From an optimization exercise on the open Yosys and OpenROAD flow, aimed at small area, a short achievable clock period and few clock cycles per item; shortcuts taken in it are not production practice.
Function was checked by simulation only, so behaviour that the tests miss may differ from the original.

==> inputs of exp/raven <==
## compass_heading_hard_iron_cal
module compass_heading_hard_iron_cal (
  input  logic               clk,
  input  logic               rst,
  input  logic               sample_valid,
  output logic               sample_ready,
  input  logic [1:0]         action,
  input  logic signed [15:0] mag_x,
  input  logic signed [15:0] mag_y,
  input  logic signed [15:0] mag_z,
  output logic               result_valid,
  input  logic               result_ready,
  output logic [8:0]         heading_deg,
  output logic signed [15:0] offset_x,
  output logic signed [15:0] offset_y,
  output logic signed [15:0] offset_z
);
export LEC_CHECK = 0
export CAP_MARGIN = 20
export CORE_MARGIN = 2
export CORE_UTILIZATION = 65
export CTS_CLUSTER_DIAMETER = 70
export CTS_CLUSTER_SIZE = 25
export SETUP_SLACK_MARGIN = 5
export SLEW_MARGIN = 20
create_clock -name core_clock -period 9.0 [get_ports {clk}]
run.sh (not shown) runs the stock make flow with config.mk's settings and CLKGATE_MAP_FILE= SYNTH_SCRIPT=/design/flow/synth_recipe.tcl, a recipe that flattens the netlist after the stock synthesis.
==> exp/delta (differences from exp/raven) <==
--- a/flow/design.v
+++ b/flow/design.v
@@ -13,44 +13,55 @@
   output logic signed [15:0] offset_x,
   output logic signed [15:0] offset_y,
   output logic signed [15:0] offset_z
 );
   localparam int CAP = 20;    
   localparam int QN  = 19;     
   localparam int QW  = 5;     
   localparam int CW  = 5;   
+  logic              in_v;
+  logic [1:0]        in_act;
+  logic signed [15:0] in_x, in_y, in_z;
   logic              in_fire;
   assign in_fire = sample_valid && sample_ready;
+  always_ff @(posedge clk) begin
+    if (rst) in_v <= 1'b0;
+    else     in_v <= in_fire;
+    in_act <= action;
+    in_x   <= mag_x;
+    in_y   <= mag_y;
+    in_z   <= mag_z;
+  end
   logic signed [15:0] mx_x, mx_y, mx_z, mn_x, mn_y, mn_z;
   logic signed [15:0] pe_x, pe_y, pe_z;    
   logic signed [16:0] sum_x, sum_y, sum_z;
   logic signed [16:0] mid_x, mid_y, mid_z;
   logic cal_start, cal_sample, cal_end;
-  assign cal_start  = in_fire && (action == 2'd1);
-  assign cal_sample = in_fire && (action == 2'd2);
-  assign cal_end    = in_fire && (action == 2'd3);
+  assign cal_start  = in_v && (in_act == 2'd1);
+  assign cal_sample = in_v && (in_act == 2'd2);
+  assign cal_end    = in_v && (in_act == 2'd3);
   assign sum_x = {mx_x[15], mx_x} + {mn_x[15], mn_x};
   assign sum_y = {mx_y[15], mx_y} + {mn_y[15], mn_y};
   assign sum_z = {mx_z[15], mx_z} + {mn_z[15], mn_z};
   assign mid_x = (sum_x + {16'd0, sum_x[16]}) >>> 1;
   assign mid_y = (sum_y + {16'd0, sum_y[16]}) >>> 1;
   assign mid_z = (sum_z + {16'd0, sum_z[16]}) >>> 1;
   always_ff @(posedge clk) begin
     if (rst) begin
       mx_x <= '0; mx_y <= '0; mx_z <= '0;
       mn_x <= '0; mn_y <= '0; mn_z <= '0;
       pe_x <= '0; pe_y <= '0; pe_z <= '0;
     end else begin
-      if (cal_start || (cal_sample && mag_x > mx_x)) mx_x <= mag_x;
-      if (cal_start || (cal_sample && mag_y > mx_y)) mx_y <= mag_y;
-      if (cal_start || (cal_sample && mag_z > mx_z)) mx_z <= mag_z;
-      if (cal_start || (cal_sample && mag_x < mn_x)) mn_x <= mag_x;
-      if (cal_start || (cal_sample && mag_y < mn_y)) mn_y <= mag_y;
-      if (cal_start || (cal_sample && mag_z < mn_z)) mn_z <= mag_z;
+      if (cal_start || (cal_sample && in_x > mx_x)) mx_x <= in_x;
+      if (cal_start || (cal_sample && in_y > mx_y)) mx_y <= in_y;
+      if (cal_start || (cal_sample && in_z > mx_z)) mx_z <= in_z;
+      if (cal_start || (cal_sample && in_x < mn_x)) mn_x <= in_x;
+      if (cal_start || (cal_sample && in_y < mn_y)) mn_y <= in_y;
+      if (cal_start || (cal_sample && in_z < mn_z)) mn_z <= in_z;
       if (cal_end) begin
         pe_x <= mid_x[15:0];
         pe_y <= mid_y[15:0];
         pe_z <= mid_z[15:0];
       end
     end
   end
   logic [16:0] s0_x0;
@@ -1459,12 +1470,13 @@
       end_ld       <= 1'b0;
       dirty        <= 1'b0;
       sample_ready <= 1'b0;
     end else begin
       ost          <= ost + CW'(in_fire) - CW'(take);
       end_cnt      <= end_cnt_next;
       end_ld       <= end_out;
       dirty        <= dirty_next;
-      sample_ready <= cap_ok && !(end_nz_next && dirty_next);
+      sample_ready <= cap_ok &&
+                      !(end_nz_next && (dirty_next || (in_fire && (action == 2'd1 || action == 2'd2))));
     end
   end
 endmodule
==> flow/flow/run.sh (new file) <==
#!/bin/bash
set -o pipefail
bash standard.sh SETUP_SLACK_MARGIN=5.7 finish > standard_flow.log 2>&1
==> flow/standard.sh (new file) <==
#!/bin/bash
# synth_recipe.tcl (not shown) runs the flow's synth.tcl, then flattens the netlist and writes it again
# the make line also repeats each setting of config.mk as NAME=value (left out here)
make -C /OpenROAD-flow-scripts/flow DESIGN_CONFIG=/design/flow/config.mk WORK_HOME=/design/flow/orfs CLKGATE_MAP_FILE= SYNTH_SCRIPT=/design/flow/synth_recipe.tcl "${@:-finish}"
removed: flow/run.sh
==> metrics.csv <==
metric;value;unit
status;complete, no violations;
die_y;376;um
dp_hpwl;177;mm
worst_slack;5040;ps
buffers;207;
clock_skew;43.1;ps
min_period;3960;ps
timing.rr.start;p15_Y[28]$_DFF_P_;
synth_common_cells;1404 x dfxtp_1, 967 x xnor2_1, 922 x ha_1;
core;0.137;mm2
# the run above: exp/raven

==> metrics.csv <==
metric;value;unit
status;complete, no violations;
core;0.138;mm2
ant_nets;0;
worst_slack;5210;ps
synth_common_cells;1450 x dfxtp_1, 1014 x xnor2_1, 922 x ha_1;
timing.rr.start;p12_Y[31]$_DFF_P_;
routed-wl-met3;18.8;mm
die_area;0.142;mm2
clock_skew;32.3;ps
die_y;377;um
buffers;741;
min_period;3790;ps
synth_top_area_share;32.1;%
hold_ws;320;ps
# the run above: exp/delta

Testbench counts of exp/raven, summed over its fixed seeds: cycles 7,440, items 7,200.
Testbench counts of exp/delta, summed over its fixed seeds: cycles 7,440, items 7,200.

-- port drivers added, routing unchanged --
Ports are ideal in the flow. The routed layouts listed here were re-timed in OpenROAD.
Step 1 assumes that a clkbuf_16 drives the clock port and a buf_2 every other input.
Step 2 also shifts input and output timing later by t, the mid clock arrival at the registers, as if the neighbouring blocks saw the same clock.
a / b / c = no drivers / after step 1 / after step 2; a / b = the first two.
run	t (ns)	setup WS [ns]	worst slew at a driven data input, ns
exp/raven	0.831	5.044 / 5.009 / 4.286	0.15
exp/delta	0.841	5.208 / 5.208 / 4.944	0.06
After both steps every run listed still meets setup and hold. For exp/raven, which loses most, drivers alone change the setup slack by -0.035 ns; drivers and shift together by -0.758 ns.
